Context: an optimization exercise on an open-source flow, tuned for small area. The choices shown serve that exercise and are no tape-out recipe. Function was checked by simulation only, so behaviour that the tests miss may differ from the original. Power and IR drop assume default switching activity.

==> flow/design.v <==
module reg_trace_rules #(
  parameter int         pMATCH_RULES  = 8,
  parameter int         pBUFFER_SIZE  = 64,
  parameter int         pBYTECNT_SIZE = 7,
  parameter int         pCOUNT_WIDTH  = 16,
  parameter logic [1:0] pSELECT       = 2'b01
) (
  input  logic                                 usb_clk,
  input  logic                                 reset_i,
  input  logic [7:0]                           reg_address,
  input  logic [pBYTECNT_SIZE-1:0]             reg_bytecnt,
  input  logic [7:0]                           write_data,
  input  logic                                 reg_read,
  input  logic                                 reg_write,
  input  logic                                 reg_addrvalid,
  output logic [7:0]                           read_data,
  output logic                                 selected,
  input  logic                                 I_commit_ok,
  input  logic [pMATCH_RULES-1:0]              I_match_hit,
  output logic [pMATCH_RULES*pBUFFER_SIZE-1:0] O_trace_pattern,
  output logic [pMATCH_RULES*pBUFFER_SIZE-1:0] O_trace_mask,
  output logic [pMATCH_RULES-1:0]              O_pattern_enable,
  output logic [pMATCH_RULES-1:0]              O_pattern_trig_enable,
  output logic                                 O_match_hold,
  output logic                                 O_update
);
  localparam int R  = 8;    
  localparam int PB = 8;    
  localparam int CW = 16;   
  logic [5:0] reg_a;
  logic       rst, wr, bclo, byte0;
  assign rst      = reset_i;
  assign reg_a    = reg_address[5:0];
  assign selected = reg_addrvalid & (reg_address[7:6] == pSELECT);
  assign wr       = selected & reg_write;
  assign bclo     = (reg_bytecnt[6:3] == 4'd0);    
  assign byte0    = bclo & (reg_bytecnt[2:0] == 3'd0);
  logic [R-1:0]  rsel;    
  logic [PB-1:0] bsel;    
  logic [3:0]    rule_sel;
  always_comb begin
    for (int r = 0; r < R; r++)  rsel[r] = (rule_sel == 4'(r));
    for (int b = 0; b < PB; b++) bsel[b] = bclo & (reg_bytecnt[2:0] == 3'(b));
  end
  logic       st_wait, st_copy, commit_pending, update_q;
  logic [2:0] idx_q;
  logic       go_copy, copy_en, copy_last;
  assign go_copy   = st_wait & I_commit_ok;
  assign copy_en   = st_copy & I_commit_ok;
  assign copy_last = copy_en & (idx_q == 3'd7);
  always_ff @(posedge usb_clk) begin
    if (rst) begin
      st_wait <= 1'b0;
      st_copy <= 1'b0;
    end else begin
      st_wait <= st_wait ? ~I_commit_ok : (~st_copy & commit_pending);
      st_copy <= st_copy ? ~copy_last : go_copy;
    end
  end
  always_ff @(posedge usb_clk) begin
    if (rst || go_copy) idx_q <= 3'd0;
    else if (copy_en)   idx_q <= idx_q + 3'd1;
  end
  logic [pBUFFER_SIZE-1:0] sh_pat [R];
  logic [pBUFFER_SIZE-1:0] sh_mask [R];
  logic [pBUFFER_SIZE-1:0] act_pat [R];
  logic [pBUFFER_SIZE-1:0] act_mask [R];
  logic [R-1:0]            sh_en, sh_ten, act_en, act_ten;
  logic wr_ok, wp_nr, wm_nr;    
  assign wr_ok = wr & ~st_copy;
  assign wp_nr = wr_ok & (reg_a == 6'h01) & ~rst;
  assign wm_nr = wr_ok & (reg_a == 6'h02) & ~rst;
  for (genvar r = 0; r < R; r++) begin : g_sh
    for (genvar b = 0; b < PB; b++) begin : g_b
      logic ldp, hdp, wm, sam, sbm;
      assign ldp = wp_nr & rsel[r] & bsel[b];    
      assign hdp = ~(rst | ldp);                 
      assign wm  = wm_nr & rsel[r] & bsel[b];
      assign sam = ~wm;                          
      assign sbm = rst | wm;
      reg_trace_rules_ao #(8) u_p (.clk(usb_clk), .ld(ldp), .hd(hdp), .d(write_data),
                                   .q(sh_pat[r][b*8 +: 8]));
      reg_trace_rules_oa #(8) u_m (.clk(usb_clk), .sa(sam), .sb(sbm), .d(write_data),
                                   .q(sh_mask[r][b*8 +: 8]));
    end
  end
  logic w_en, w_ten;
  assign w_en  = wr_ok & byte0 & (reg_a == 6'h03) & ~rst;
  assign w_ten = wr_ok & byte0 & (reg_a == 6'h04) & ~rst;
  reg_trace_rules_ao #(R) u_sh_en  (.clk(usb_clk), .ld(w_en),  .hd(~(rst | w_en)),
                                    .d(write_data), .q(sh_en));
  reg_trace_rules_ao #(R) u_sh_ten (.clk(usb_clk), .ld(w_ten), .hd(~(rst | w_ten)),
                                    .d(write_data), .q(sh_ten));
  for (genvar r = 0; r < R; r++) begin : g_act
    logic ce, ld, hd, sa, sb;
    assign ce = copy_en & (idx_q == 3'(r));
    assign ld = ce & ~rst;      
    assign hd = ~(ce | rst);
    assign sa = rst | ~ce;      
    assign sb = rst | ce;
    reg_trace_rules_ao #(pBUFFER_SIZE) u_ap (.clk(usb_clk), .ld(ld), .hd(hd), .d(sh_pat[r]),
                                             .q(act_pat[r]));
    reg_trace_rules_oa #(pBUFFER_SIZE) u_am (.clk(usb_clk), .sa(sa), .sb(sb), .d(sh_mask[r]),
                                             .q(act_mask[r]));
    assign O_trace_pattern[r*pBUFFER_SIZE +: pBUFFER_SIZE] = act_pat[r];
    assign O_trace_mask[r*pBUFFER_SIZE +: pBUFFER_SIZE]    = act_mask[r];
  end
  logic ld_e;
  assign ld_e = copy_last & ~rst;
  reg_trace_rules_ao #(R) u_act_en  (.clk(usb_clk), .ld(ld_e), .hd(~(copy_last | rst)),
                                     .d(sh_en),  .q(act_en));
  reg_trace_rules_ao #(R) u_act_ten (.clk(usb_clk), .ld(ld_e), .hd(~(copy_last | rst)),
                                     .d(sh_ten), .q(act_ten));
  assign O_pattern_enable      = act_en;
  assign O_pattern_trig_enable = act_ten;
  assign O_match_hold          = st_copy;
  assign O_update              = update_q;
  logic         sat, write_drop;
  logic [R-1:0] sat_set;
  always_ff @(posedge usb_clk) begin
    if (rst) begin
      rule_sel       <= '0;
      commit_pending <= 1'b0;
      sat            <= 1'b0;
      write_drop     <= 1'b0;
      update_q       <= 1'b0;
    end else begin
      update_q       <= copy_last;
      commit_pending <= (commit_pending & ~go_copy) | (wr && reg_a == 6'h05);
      if (wr && reg_a == 6'h00 && byte0) rule_sel <= write_data[3:0];
      if (wr && reg_a == 6'h09) write_drop <= 1'b0;
      else if (wr && st_copy && reg_a >= 6'h01 && reg_a <= 6'h04) write_drop <= 1'b1;
      if (|sat_set) sat <= 1'b1;
      else if (wr && reg_a == 6'h09) sat <= 1'b0;
    end
  end
  logic [CW-1:0] cnt [R];
  logic          hclr_wr;
  assign hclr_wr = wr & (reg_a == 6'h08) & byte0;
  for (genvar r = 0; r < R; r++) begin : g_cnt
    reg_trace_rules_cnt u_c (.clk(usb_clk), .clr(rst | (hclr_wr & write_data[r])),
                             .hit(I_match_hit[r]), .q(cnt[r]), .sat_set(sat_set[r]));
  end
  logic rdv, rd_pat, rd_msk, rd_cnt, s_rs, s_en, s_ten, s_st, s_num, s_ver;
  assign rdv    = selected & reg_read & ~rst;
  assign rd_pat = rdv & (reg_a == 6'h01);
  assign rd_msk = rdv & (reg_a == 6'h02);
  assign rd_cnt = rdv & (reg_a == 6'h07);
  assign s_rs   = rdv & byte0 & (reg_a == 6'h00);
  assign s_en   = rdv & byte0 & (reg_a == 6'h03);
  assign s_ten  = rdv & byte0 & (reg_a == 6'h04);
  assign s_st   = rdv & byte0 & (reg_a == 6'h06);
  assign s_num  = rdv & byte0 & (reg_a == 6'h0A);
  assign s_ver  = rdv & byte0 & (reg_a == 6'h0B);
  localparam int NP = 2 * R * PB + 2 * R + 2;    
  logic [NP-1:0] rsl;                            
  logic [PB-1:0] bp, bm;
  logic [1:0]    bk;
  always_comb begin
    for (int b = 0; b < PB; b++) begin
      bp[b] = rd_pat & bsel[b];
      bm[b] = rd_msk & bsel[b];
    end
    for (int b = 0; b < 2; b++) bk[b] = rd_cnt & bsel[b];
    for (int r = 0; r < R; r++) begin
      for (int b = 0; b < PB; b++) begin
        rsl[r*PB + b]          = rsel[r] & bp[b];
        rsl[R*PB + r*PB + b]   = rsel[r] & bm[b];
      end
      for (int b = 0; b < 2; b++) rsl[2*R*PB + r*2 + b] = rsel[r] & bk[b];
    end
    rsl[NP-2] = s_en;
    rsl[NP-1] = s_ten;
  end
  logic [3:0] status;
  assign status = {write_drop, sat, st_copy, commit_pending};
  logic [7:0] rd_d, rd_q;
  for (genvar l = 0; l < 8; l++) begin : g_lane
    logic [NP-1:0] dat;
    always_comb begin
      for (int r = 0; r < R; r++) begin
        for (int b = 0; b < PB; b++) begin
          dat[r*PB + b]        = sh_pat[r][b*8 + l];
          dat[R*PB + r*PB + b] = sh_mask[r][b*8 + l];
        end
        for (int b = 0; b < 2; b++) dat[2*R*PB + r*2 + b] = cnt[r][b*8 + l];
      end
      dat[NP-2] = sh_en[l];
      dat[NP-1] = sh_ten[l];
    end
    if (l < 4) begin : g_lo
      reg_trace_rules_orsel #(NP + 3) u_or (
        .s({rsl, s_rs, s_st, (l == 1) ? s_ver : s_num}),
        .d({dat, rule_sel[l], status[l], (l == 1 || l == 3) ? 1'b1 : 1'b0}),
        .y(rd_d[l]));
    end else begin : g_hi
      reg_trace_rules_orsel #(NP) u_or (.s(rsl), .d(dat), .y(rd_d[l]));
    end
  end
  always_ff @(posedge usb_clk) rd_q <= rd_d;
  assign read_data = rd_q;
endmodule
module reg_trace_rules_ao #(
  parameter int W = 8
) (
  input  logic         clk,
  input  logic         ld,
  input  logic         hd,
  input  logic [W-1:0] d,
  output logic [W-1:0] q
);
  always_ff @(posedge clk) q <= ({W{ld}} & d) | ({W{hd}} & q);
endmodule
module reg_trace_rules_oa #(
  parameter int W = 8
) (
  input  logic         clk,
  input  logic         sa,
  input  logic         sb,
  input  logic [W-1:0] d,
  output logic [W-1:0] q
);
  always_ff @(posedge clk) q <= ({W{sa}} | d) & ({W{sb}} | q);
endmodule
module reg_trace_rules_cnt (
  input  logic        clk,
  input  logic        clr,
  input  logic        hit,
  output logic [15:0] q,
  output logic        sat_set
);
  logic [16:0] c;    
  assign c[0] = hit & ~(&q);
  for (genvar i = 0; i < 16; i++) begin : g
    assign c[i+1] = c[i] & q[i];
    always_ff @(posedge clk) q[i] <= ~clr & (q[i] ^ c[i]);
  end
  assign sat_set = ~clr & hit & (q == 16'hFFFE);
endmodule
module reg_trace_rules_orsel #(
  parameter int N = 3
) (
  input  logic [N-1:0] s,
  input  logic [N-1:0] d,
  output logic         y
);
  localparam int G = N / 3;
  localparam int X = N - 3 * G;
  logic [G-1:0] gn;
  for (genvar g = 0; g < G; g++) begin : g_g
    reg_trace_rules_aoi222 u (.a0(s[3*g]), .b0(d[3*g]), .a1(s[3*g+1]), .b1(d[3*g+1]),
                              .a2(s[3*g+2]), .b2(d[3*g+2]), .y(gn[g]));
  end
  if (X == 0) begin : g_x0
    assign y = ~&gn;
  end else if (X == 1) begin : g_x1
    assign y = ~&gn | (s[N-1] & d[N-1]);
  end else begin : g_x2
    assign y = ~&gn | (s[N-1] & d[N-1]) | (s[N-2] & d[N-2]);
  end
endmodule
module reg_trace_rules_aoi222 (
  input  logic a0, b0, a1, b1, a2, b2,
  output logic y
);
  assign y = ~((a0 & b0) | (a1 & b1) | (a2 & b2));
endmodule
==> flow/config.mk <==
export PLATFORM = sky130hd
export DESIGN_NAME = reg_trace_rules
export DESIGN_NICKNAME = reg_trace_rules
export VERILOG_FILES = /design/flow/design.v
export SDC_FILE = /design/flow/constraint.sdc
export NUM_CORES = 4
export LEC_CHECK = 0
export CAP_MARGIN = 20
export CORE_MARGIN = 2
export CORE_UTILIZATION = 65
export SLEW_MARGIN = 20
export SYNTH_HIERARCHICAL = 1
==> flow/constraint.sdc <==
create_clock -name core_clock -period 10.0 [get_ports {usb_clk}]
set_input_delay 2.0000 -clock core_clock [delete_from_list [all_inputs] [get_ports {usb_clk}]]
set_output_delay 2.0000 -clock core_clock [all_outputs]
set_load 0.01 [all_outputs]
standard.sh (not shown) runs the stock make flow with config.mk's settings and CLKGATE_MAP_FILE= SYNTH_SCRIPT=/design/flow/synth_recipe.tcl, a recipe that flattens the netlist after the stock synthesis.
==> flow/flow/run.sh <==
#!/bin/bash
# Layout flow: the standard layout (standard.sh, unchanged synthesis, floorplan, power grid
# and tap cells), with two settings changed through ORFS's own variables:
#  - the port buffers that global placement inserts on every input and output use buf_1
#    (the outputs drive a fixed 0.01 pF load);
#  - clock tree synthesis uses clkbuf_4/clkbuf_8 with larger sink clusters and no dummy loads.
# Every tool's output goes to ORFS's per-step logs under orfs/logs and to standard.log here.
set -euo pipefail
cd "$(dirname "$0")/.."
export BUFFER_PORTS_ARGS="-buffer_cell sky130_fd_sc_hd__buf_1"
export CTS_ARGS="-sink_clustering_enable -repair_clock_nets -dont_use_dummy_load -buf_list {sky130_fd_sc_hd__clkbuf_4 sky130_fd_sc_hd__clkbuf_8} -sink_clustering_size 18 -sink_clustering_max_diameter 50"
bash standard.sh finish > standard.log 2>&1
Change:
--- a/flow/design.v
+++ b/flow/design.v
@@ -69,16 +69,20 @@
   logic wr_ok, wp_nr, wm_nr;    
   assign wr_ok = wr & ~st_copy;
   assign wp_nr = wr_ok & (reg_a == 6'h01) & ~rst;
   assign wm_nr = wr_ok & (reg_a == 6'h02) & ~rst;
+  logic [R-1:0]  nrp, rm;    
+  logic [PB-1:0] nbs;        
+  logic          nrst;
+  assign nrst = ~rst;
+  assign nrp  = ~({R{wp_nr}} & rsel);
+  assign rm   = {R{wm_nr}} & rsel;
+  assign nbs  = ~bsel;
   for (genvar r = 0; r < R; r++) begin : g_sh
     for (genvar b = 0; b < PB; b++) begin : g_b
-      logic ldp, hdp, wm, sam, sbm;
-      assign ldp = wp_nr & rsel[r] & bsel[b];    
-      assign hdp = ~(rst | ldp);                 
-      assign wm  = wm_nr & rsel[r] & bsel[b];
-      assign sam = ~wm;                          
-      assign sbm = rst | wm;
+      logic ldp, hdp, sam, sbm;
+      reg_trace_rules_rowp u_cp (.nrp(nrp[r]), .nbs(nbs[b]), .rst(rst), .ld(ldp), .hd(hdp));
+      reg_trace_rules_rowm u_cm (.rm(rm[r]), .bs(bsel[b]), .nrst(nrst), .sa(sam), .sb(sbm));
       reg_trace_rules_ao #(8) u_p (.clk(usb_clk), .ld(ldp), .hd(hdp), .d(write_data),
                                    .q(sh_pat[r][b*8 +: 8]));
       reg_trace_rules_oa #(8) u_m (.clk(usb_clk), .sa(sam), .sb(sbm), .d(write_data),
                                    .q(sh_mask[r][b*8 +: 8]));
@@ -264,4 +268,30 @@
   output logic y
 );
   assign y = ~((a0 & b0) | (a1 & b1) | (a2 & b2));
 endmodule
+module reg_trace_rules_rowp (
+  input  logic nrp, nbs, rst,
+  output logic ld, hd
+);
+  reg_trace_rules_nor2 u_l (.a(nrp), .b(nbs), .y(ld));
+  reg_trace_rules_nor2 u_h (.a(rst), .b(ld),  .y(hd));
+endmodule
+module reg_trace_rules_rowm (
+  input  logic rm, bs, nrst,
+  output logic sa, sb
+);
+  reg_trace_rules_nand2 u_a (.a(rm),   .b(bs), .y(sa));
+  reg_trace_rules_nand2 u_b (.a(nrst), .b(sa), .y(sb));
+endmodule
+module reg_trace_rules_nor2 (
+  input  logic a, b,
+  output logic y
+);
+  assign y = ~(a | b);
+endmodule
+module reg_trace_rules_nand2 (
+  input  logic a, b,
+  output logic y
+);
+  assign y = ~(a & b);
+endmodule
The new run completed without violations.
Register-to-register slack improves by 770 ps.
Hold slack stays flat.
Clock-buffer cell count went down by 1.
Final cell count is lower by 1.8%.
Design area is lower by 0.94%.
Synthesized cell count drops by 2.3%.
Global-route usage went down by 1.9 points.
Fmax goes down by 8.2%.
Sequential power hardly moves.
Utilization came out higher by 0.44 points.
Total power shrinks by 0.36%.

[separate check: timing with driven ports]
The results above use ideal ports. As a check the final layouts listed here were re-extracted and re-timed, cells and wires unchanged.
Step 1: set_driving_cell puts a clkbuf_16 on usb_clk and a buf_2 on each other input, an assumption about the parent block.
Step 2 adds t to the input delays and takes it off the output delays; t is the mean of the earliest and latest rising clock arrival at the registers after step 1. Input paths then give back, and output paths get back, about the clock's delay inside the block.
Three values: no drivers, after step 1, after step 2; two values: the first two.
| run | t (ns) | slack for setup (ns) | worst setup path after step 2 | slew at the worst register clock pin (ns) |
|---|---|---|---|---|
| the first run | 0.965 | 3.625 / 3.692 / 2.727 | input to register | 0.11 / 0.11 |
| the second run | 0.974 | 3.056 / 3.109 / 2.135 | input to register | 0.11 / 0.11 |
After both steps every run listed still meets setup and hold. For the second run, which loses most, drivers alone change the setup slack by +0.053 ns; drivers and shift together by -0.921 ns.
